From an optimization exercise on the open Yosys and OpenROAD flow, aimed at small area; shortcuts taken in it are not production practice.
Where RTL was checked, it was by simulation tests only, not by an equivalence proof against the original.

==> 07-24 <==
## ahb_sram_slave
module ahb_sram_slave #(
  parameter int                    ADDR_WIDTH  = 32,
  parameter int                    DATA_WIDTH  = 32,
  parameter int                    DEPTH       = 64,
  parameter int                    WAIT_STATES = 0,
  parameter logic [ADDR_WIDTH-1:0] BASE_ADDR   = '0
) (
  input  logic                  i_clk,
  input  logic                  i_reset,
  input  logic                  i_hselx,
  input  logic                  i_htrans,
  input  logic                  i_hwrite,
  input  logic [ADDR_WIDTH-1:0] i_haddr,
  input  logic [DATA_WIDTH-1:0] i_hwdata,
  input  logic                  i_hready,
  output logic                  o_hreadyout,
  output logic [DATA_WIDTH-1:0] o_hrdata,
  output logic                  o_hresp
);
  localparam int                  IDX_W   = (DEPTH > 1) ? $clog2(DEPTH) : 1;
  localparam logic [ADDR_WIDTH:0] LIMIT   = (ADDR_WIDTH + 1)'(DEPTH * 4);
  localparam logic [2:0]          WS_INIT = (WAIT_STATES > 0) ? 3'(WAIT_STATES - 1) : 3'd0;
  ahb_sram_pkg::state_t                state_q, state_d;
  logic [2:0]            cnt_q, cnt_d;
  logic                  write_q, write_d;
  logic [IDX_W-1:0]      idx_q, idx_d;
  logic                  accept;
  logic                  take;
  logic                  addr_err;
  logic [ADDR_WIDTH-1:0] offset;
  logic                  mem_we;
  logic [DATA_WIDTH-1:0] mem_rdata;
  assign offset   = i_haddr - BASE_ADDR;
  assign addr_err = (i_haddr[1:0] != 2'b00) || ({1'b0, offset} >= LIMIT);
  assign accept   = i_hselx && (i_htrans == ahb_sram_pkg::HTRANS_ACTIVE) && i_hready;
  always_comb begin
    state_d     = state_q;
    cnt_d       = cnt_q;
    write_d     = write_q;
    idx_d       = idx_q;
    take        = 1'b0;
    o_hreadyout = 1'b1;
    o_hresp     = ahb_sram_pkg::HRESP_OKAY;
    o_hrdata    = '0;
    case (state_q)
      ahb_sram_pkg::IDLE: take = accept;
      ahb_sram_pkg::WAIT: begin
        o_hreadyout = 1'b0;
        if (cnt_q == 3'd0) state_d = ahb_sram_pkg::LAST;
        else               cnt_d   = cnt_q - 3'd1;
      end
      ahb_sram_pkg::LAST: begin
        if (!write_q) o_hrdata = mem_rdata;
        state_d = ahb_sram_pkg::IDLE;
        take    = accept;
      end
      ahb_sram_pkg::ERR1: begin
  ...
==> module ahb_sram_regfile, before the edit <==
module ahb_sram_regfile #(
  parameter int DATA_WIDTH = 32,
  parameter int DEPTH      = 64,
  parameter int IDX_W      = (DEPTH > 1) ? $clog2(DEPTH) : 1
) (
  input  logic                  i_clk,
  input  logic                  i_clear,
  input  logic                  i_we,
  input  logic [IDX_W-1:0]      i_waddr,
  input  logic [DATA_WIDTH-1:0] i_wdata,
  input  logic [IDX_W-1:0]      i_raddr,
  output logic [DATA_WIDTH-1:0] o_rdata
);
  logic [DATA_WIDTH-1:0] mem_q [DEPTH];
  always_ff @(posedge i_clk) begin
    if (i_clear) begin
      for (int i = 0; i < DEPTH; i++) begin
        mem_q[i] <= '0;
      end
    end else if (i_we) begin
      mem_q[i_waddr] <= i_wdata;
    end
  end
  assign o_rdata = mem_q[i_raddr];
endmodule
==> module ahb_sram_slave, before the edit <==
module ahb_sram_slave #(
  parameter int                    ADDR_WIDTH  = 32,
  parameter int                    DATA_WIDTH  = 32,
  parameter int                    DEPTH       = 64,
  parameter int                    WAIT_STATES = 0,
  parameter logic [ADDR_WIDTH-1:0] BASE_ADDR   = '0
) (
  input  logic                  i_clk,
  input  logic                  i_reset,
  input  logic                  i_hselx,
  input  logic                  i_htrans,
  input  logic                  i_hwrite,
  input  logic [ADDR_WIDTH-1:0] i_haddr,
  input  logic [DATA_WIDTH-1:0] i_hwdata,
  input  logic                  i_hready,
  output logic                  o_hreadyout,
  output logic [DATA_WIDTH-1:0] o_hrdata,
  output logic                  o_hresp
);
  localparam int                  IDX_W   = (DEPTH > 1) ? $clog2(DEPTH) : 1;
  localparam logic [ADDR_WIDTH:0] LIMIT   = (ADDR_WIDTH + 1)'(DEPTH * 4);
  localparam logic [2:0]          WS_INIT = (WAIT_STATES > 0) ? 3'(WAIT_STATES - 1) : 3'd0;
  ahb_sram_pkg::state_t                state_q, state_d;
  logic [2:0]            cnt_q, cnt_d;
  logic                  write_q, write_d;
  logic [IDX_W-1:0]      idx_q, idx_d;
  logic                  accept;
  logic                  take;
  logic                  addr_err;
  logic [ADDR_WIDTH-1:0] offset;
  logic                  mem_we;
  logic [DATA_WIDTH-1:0] mem_rdata;
  assign offset   = i_haddr - BASE_ADDR;
  assign addr_err = (i_haddr[1:0] != 2'b00) || ({1'b0, offset} >= LIMIT);
  assign accept   = i_hselx && (i_htrans == ahb_sram_pkg::HTRANS_ACTIVE) && i_hready;
  always_comb begin
    state_d     = state_q;
    cnt_d       = cnt_q;
    write_d     = write_q;
    idx_d       = idx_q;
    take        = 1'b0;
    o_hreadyout = 1'b1;
    o_hresp     = ahb_sram_pkg::HRESP_OKAY;
    o_hrdata    = '0;
    case (state_q)
      ahb_sram_pkg::IDLE: take = accept;
      ahb_sram_pkg::WAIT: begin
        o_hreadyout = 1'b0;
        if (cnt_q == 3'd0) state_d = ahb_sram_pkg::LAST;
        else               cnt_d   = cnt_q - 3'd1;
      end
      ahb_sram_pkg::LAST: begin
        if (!write_q) o_hrdata = mem_rdata;
        state_d = ahb_sram_pkg::IDLE;
        take    = accept;
      end
      ahb_sram_pkg::ERR1: begin
        o_hreadyout = 1'b0;
        o_hresp     = ahb_sram_pkg::HRESP_ERROR;
        state_d     = ahb_sram_pkg::ERR2;
      end
      ahb_sram_pkg::ERR2: begin
        o_hresp = ahb_sram_pkg::HRESP_ERROR;
        state_d = ahb_sram_pkg::IDLE;
        take    = accept;
      end
      default: state_d = ahb_sram_pkg::IDLE;
    endcase
    if (take) begin
      write_d = i_hwrite;
      idx_d   = offset[IDX_W+1:2];
      if (addr_err) begin
        state_d = ahb_sram_pkg::ERR1;
      end else if (WAIT_STATES == 0) begin
        state_d = ahb_sram_pkg::LAST;
      end else begin
        state_d = ahb_sram_pkg::WAIT;
        cnt_d   = WS_INIT;
      end
    end
  end
  always_ff @(posedge i_clk) begin
    if (i_reset) begin
      state_q <= ahb_sram_pkg::IDLE;
      cnt_q   <= '0;
      write_q <= 1'b0;
      idx_q   <= '0;
    end else begin
      state_q <= state_d;
      cnt_q   <= cnt_d;
      write_q <= write_d;
      idx_q   <= idx_d;
    end
  end
  assign mem_we      = (state_q == ahb_sram_pkg::LAST) && write_q;
  ahb_sram_regfile #(
    .DATA_WIDTH (DATA_WIDTH),
    .DEPTH      (DEPTH),
    .IDX_W      (IDX_W)
  ) u_regfile (
    .i_clk   (i_clk),
    .i_clear (i_reset),
    .i_we    (mem_we),
    .i_waddr (idx_q),
    .i_wdata (i_hwdata),
    .i_raddr (idx_q),
    .o_rdata (mem_rdata)
  );
endmodule
Settings: LEC_CHECK=0, CAP_MARGIN=20, CORE_MARGIN=2, CORE_UTILIZATION=40, SLEW_MARGIN=20; clock period 7.0 ns.
run.sh (not shown) runs the stock make flow with config.mk's settings and CLKGATE_MAP_FILE= SYNTH_SCRIPT=/design/flow/synth_recipe.tcl, a recipe that flattens the netlist after the stock synthesis.
==> inputs of 01-27, as changes to 07-24 <==
==> flow/design.v (replaced) <==
package ahb_sram_pkg;
  localparam logic HRESP_OKAY    = 1'b0;
  localparam logic HRESP_ERROR   = 1'b1;
  localparam logic HTRANS_IDLE   = 1'b0;
  localparam logic HTRANS_ACTIVE = 1'b1;
endpackage
module ahb_sram_regfile #(
  parameter int DATA_WIDTH = 32,
  parameter int DEPTH      = 64,
  parameter int IDX_W      = (DEPTH > 1) ? $clog2(DEPTH) : 1
) (
  input  logic                  i_clk,
  input  logic                  i_clear,
  input  logic                  i_we,
  input  logic                  i_re,
  input  logic [IDX_W-1:0]      i_idx,
  input  logic [DATA_WIDTH-1:0] i_wdata,
  output logic [DATA_WIDTH-1:0] o_rdata
);
  logic [DATA_WIDTH-1:0] mem_q [DEPTH];
  logic [DATA_WIDTH-1:0] wdata;
  logic [DEPTH-1:0]      hit;
  logic [DEPTH-1:0]      load;
  logic [DEPTH-1:0]      rsel;
  assign wdata = i_wdata & {DATA_WIDTH{~i_clear}};
  always_comb begin
    for (int i = 0; i < DEPTH; i++) begin
      hit[i]  = (i_idx == IDX_W'(i));
      load[i] = i_clear | (i_we & hit[i]);
      rsel[i] = i_re & hit[i];
    end
  end
  always_ff @(posedge i_clk) begin
    for (int i = 0; i < DEPTH; i++) begin
      if (load[i]) mem_q[i] <= wdata;
    end
  end
  always_comb begin
    o_rdata = '0;
    for (int i = 0; i < DEPTH; i++) begin
      o_rdata = o_rdata | (mem_q[i] & {DATA_WIDTH{rsel[i]}});
    end
  end
endmodule
module ahb_sram_slave #(
  parameter int                    ADDR_WIDTH  = 32,
  parameter int                    DATA_WIDTH  = 32,
  parameter int                    DEPTH       = 64,
  parameter int                    WAIT_STATES = 0,
  parameter logic [ADDR_WIDTH-1:0] BASE_ADDR   = '0
) (
  input  logic                  i_clk,
  input  logic                  i_reset,
  input  logic                  i_hselx,
  input  logic                  i_htrans,
  input  logic                  i_hwrite,
  input  logic [ADDR_WIDTH-1:0] i_haddr,
  input  logic [DATA_WIDTH-1:0] i_hwdata,
  input  logic                  i_hready,
  output logic                  o_hreadyout,
  output logic [DATA_WIDTH-1:0] o_hrdata,
  output logic                  o_hresp
);
  localparam int                  IDX_W = (DEPTH > 1) ? $clog2(DEPTH) : 1;
  localparam logic [ADDR_WIDTH:0] LIMIT = (ADDR_WIDTH + 1)'(DEPTH * 4);
  logic                  rd_q, wr_q, err1_q, err2_q;
  logic [IDX_W-1:0]      idx_q;
  logic                  take;
  logic                  addr_err;
  logic [ADDR_WIDTH-1:0] offset;
  assign offset   = i_haddr - BASE_ADDR;
  assign addr_err = (i_haddr[1:0] != 2'b00) || ({1'b0, offset} >= LIMIT);
  assign take     = i_hselx && (i_htrans == ahb_sram_pkg::HTRANS_ACTIVE) && i_hready && !err1_q;
  always_ff @(posedge i_clk) begin
    if (i_reset) begin
      rd_q   <= 1'b0;
      wr_q   <= 1'b0;
      err1_q <= 1'b0;
      err2_q <= 1'b0;
    end else begin
      rd_q   <= take && !addr_err && !i_hwrite;
      wr_q   <= take && !addr_err && i_hwrite;
      err1_q <= take && addr_err;
      err2_q <= err1_q;
    end
  end
  always_ff @(posedge i_clk) begin
    idx_q <= offset[IDX_W+1:2];
  end
  assign o_hreadyout = !err1_q;
  assign o_hresp     = err1_q || err2_q;
  ahb_sram_regfile #(
    .DATA_WIDTH (DATA_WIDTH),
    .DEPTH      (DEPTH),
    .IDX_W      (IDX_W)
  ) u_regfile (
    .i_clk   (i_clk),
    .i_clear (i_reset),
    .i_we    (wr_q),
    .i_re    (rd_q),
    .i_idx   (idx_q),
    .i_wdata (i_hwdata),
    .o_rdata (o_hrdata)
  );
endmodule
==> inputs of 07-22, as changes to 07-24 <==
==> flow/design.v (replaced) <==
package ahb_sram_pkg;
  localparam logic HRESP_OKAY    = 1'b0;
  localparam logic HRESP_ERROR   = 1'b1;
  localparam logic HTRANS_IDLE   = 1'b0;
  localparam logic HTRANS_ACTIVE = 1'b1;
endpackage
module ahb_sram_bit (
  input  logic i_clk,
  input  logic i_d,
  input  logic i_ld,
  input  logic i_hold,
  output logic o_q
);
  always_ff @(posedge i_clk) begin
    o_q <= (i_d & i_ld) | (o_q & i_hold);
  end
endmodule
module ahb_sram_rd2 (
  input  logic i_q0,
  input  logic i_sel0_n,
  input  logic i_q1,
  input  logic i_sel1_n,
  output logic o_zero
);
  assign o_zero = ~((i_q0 | i_sel0_n) & (i_q1 | i_sel1_n));
endmodule
module ahb_sram_regfile #(
  parameter int DATA_WIDTH = 32,
  parameter int DEPTH      = 64,
  parameter int IDX_W      = (DEPTH > 1) ? $clog2(DEPTH) : 1
) (
  input  logic                  i_clk,
  input  logic                  i_clear,
  input  logic                  i_we,
  input  logic                  i_re,
  input  logic [IDX_W-1:0]      i_idx,
  input  logic [DATA_WIDTH-1:0] i_wdata,
  output logic [DATA_WIDTH-1:0] o_rdata
);
  localparam int NPAIR = (DEPTH + 1) / 2;
  logic [DATA_WIDTH-1:0]  mem_q [2*NPAIR];
  logic [DATA_WIDTH-1:0]  zero  [NPAIR];
  logic [2*NPAIR-1:0]     hit;
  logic [2*NPAIR-1:0]     ld;
  logic [2*NPAIR-1:0]     hold;
  logic [2*NPAIR-1:0]     rsel_n;
  always_comb begin
    for (int i = 0; i < 2*NPAIR; i++) begin
      hit[i]    = (i < DEPTH) && (i_idx == IDX_W'(i));
      ld[i]     = !i_clear && i_we && hit[i];
      hold[i]   = !i_clear && !(i_we && hit[i]);
      rsel_n[i] = !(i_re && hit[i]);
    end
  end
  for (genvar w = 0; w < 2*NPAIR; w++) begin : g_word
    for (genvar b = 0; b < DATA_WIDTH; b++) begin : g_bit
      ahb_sram_bit u_bit (
        .i_clk  (i_clk),
        .i_d    (i_wdata[b]),
        .i_ld   (ld[w]),
        .i_hold (hold[w]),
        .o_q    (mem_q[w][b])
      );
    end
  end
  for (genvar p = 0; p < NPAIR; p++) begin : g_pair
    for (genvar b = 0; b < DATA_WIDTH; b++) begin : g_bit
      ahb_sram_rd2 u_rd (
        .i_q0     (mem_q[2*p][b]),
        .i_sel0_n (rsel_n[2*p]),
        .i_q1     (mem_q[2*p+1][b]),
        .i_sel1_n (rsel_n[2*p+1]),
        .o_zero   (zero[p][b])
      );
    end
  end
  always_comb begin
    o_rdata = '0;
    for (int p = 0; p < NPAIR; p++) begin
      o_rdata = o_rdata | zero[p];
    end
    o_rdata = ~o_rdata & {DATA_WIDTH{i_re}};
  end
endmodule
module ahb_sram_slave #(
  parameter int                    ADDR_WIDTH  = 32,
  parameter int                    DATA_WIDTH  = 32,
  parameter int                    DEPTH       = 64,
  parameter int                    WAIT_STATES = 0,
  parameter logic [ADDR_WIDTH-1:0] BASE_ADDR   = '0
) (
  input  logic                  i_clk,
  input  logic                  i_reset,
  input  logic                  i_hselx,
  input  logic                  i_htrans,
  input  logic                  i_hwrite,
  input  logic [ADDR_WIDTH-1:0] i_haddr,
  input  logic [DATA_WIDTH-1:0] i_hwdata,
  input  logic                  i_hready,
  output logic                  o_hreadyout,
  output logic [DATA_WIDTH-1:0] o_hrdata,
  output logic                  o_hresp
);
  localparam int                  IDX_W = (DEPTH > 1) ? $clog2(DEPTH) : 1;
  localparam logic [ADDR_WIDTH:0] LIMIT = (ADDR_WIDTH + 1)'(DEPTH * 4);
  logic                  rd_q, wr_q, err1_q, err2_q;
  logic [IDX_W-1:0]      idx_q;
  logic                  take;
  logic                  addr_err;
  logic [ADDR_WIDTH-1:0] offset;
  assign offset   = i_haddr - BASE_ADDR;
  assign addr_err = (i_haddr[1:0] != 2'b00) || ({1'b0, offset} >= LIMIT);
  assign take     = i_hselx && (i_htrans == ahb_sram_pkg::HTRANS_ACTIVE) && i_hready && !err1_q;
  always_ff @(posedge i_clk) begin
    if (i_reset) begin
      rd_q   <= 1'b0;
      wr_q   <= 1'b0;
      err1_q <= 1'b0;
      err2_q <= 1'b0;
    end else begin
      rd_q   <= take && !addr_err && !i_hwrite;
      wr_q   <= take && !addr_err && i_hwrite;
      err1_q <= take && addr_err;
      err2_q <= err1_q;
    end
  end
  always_ff @(posedge i_clk) begin
    idx_q <= offset[IDX_W+1:2];
  end
  assign o_hreadyout = !err1_q;
  assign o_hresp     = err1_q || err2_q;
  ahb_sram_regfile #(
    .DATA_WIDTH (DATA_WIDTH),
    .DEPTH      (DEPTH),
    .IDX_W      (IDX_W)
  ) u_regfile (
    .i_clk   (i_clk),
    .i_clear (i_reset),
    .i_we    (wr_q),
    .i_re    (rd_q),
    .i_idx   (idx_q),
    .i_wdata (i_hwdata),
    .o_rdata (o_hrdata)
  );
endmodule
- CORE_UTILIZATION: 40 -> 60
- CTS_BUF_LIST: not set -> sky130_fd_sc_hd__clkbuf_4
- SYNTH_HIERARCHICAL: not set -> 1
==> reports/qor.yml <==
setup_viol: 1
status: "finished with violations"
fin_ws_ps: -114
so.violations: "setup timing"
-- figures above: 07-22

==> reports/qor.yml <==
status: "no timing/DRC/antenna violations"
setup_viol: 0
path_depth: 9
fin_ws_ps: 108
reg2reg_depth: 8
-- figures above: 07-24

==> reports/qor.yml <==
status: "finished with violations"
so.violations: "setup timing"
clockBufferDepth: 3
setup_viol: 3
async_flop_share_pct: 0
signal_buffers: 394
fin_ws_ps: -56.7
clock-root-buffer: "clkbuf_16"
-- figures above: 01-27

For 07-22, only the layout was checked, not whether the RTL still works.

==> separate check: timing with driven ports <==
The results above use ideal ports. As a check the final layouts listed here were re-extracted and re-timed, cells and wires unchanged.
Step 1 (the two cells are an assumption about what drives the block):
set clk [get_ports {i_clk}]
set_driving_cell -lib_cell sky130_fd_sc_hd__clkbuf_16 $clk
set_driving_cell -lib_cell sky130_fd_sc_hd__buf_2 [delete_from_list [all_inputs] $clk]
Step 2 also shifts input and output timing later by t, the mid clock arrival at the registers, as if the neighbouring blocks saw the same clock.
Slacks: ideal / step 1 / step 2; pairs: ideal / step 1.
run | t (ns) | setup slack, ns | latest minus earliest clock arrival (ns)
07-24 | 0.960 | 0.108 / 0.013 / 0.973 | 0.038 / 0.038
01-27 | 0.962 | -0.057 / -0.149 / 0.814 | 0.043 / 0.043
07-22 | 1.413 | -0.114 / -0.198 / 1.214 | 0.070 / 0.071
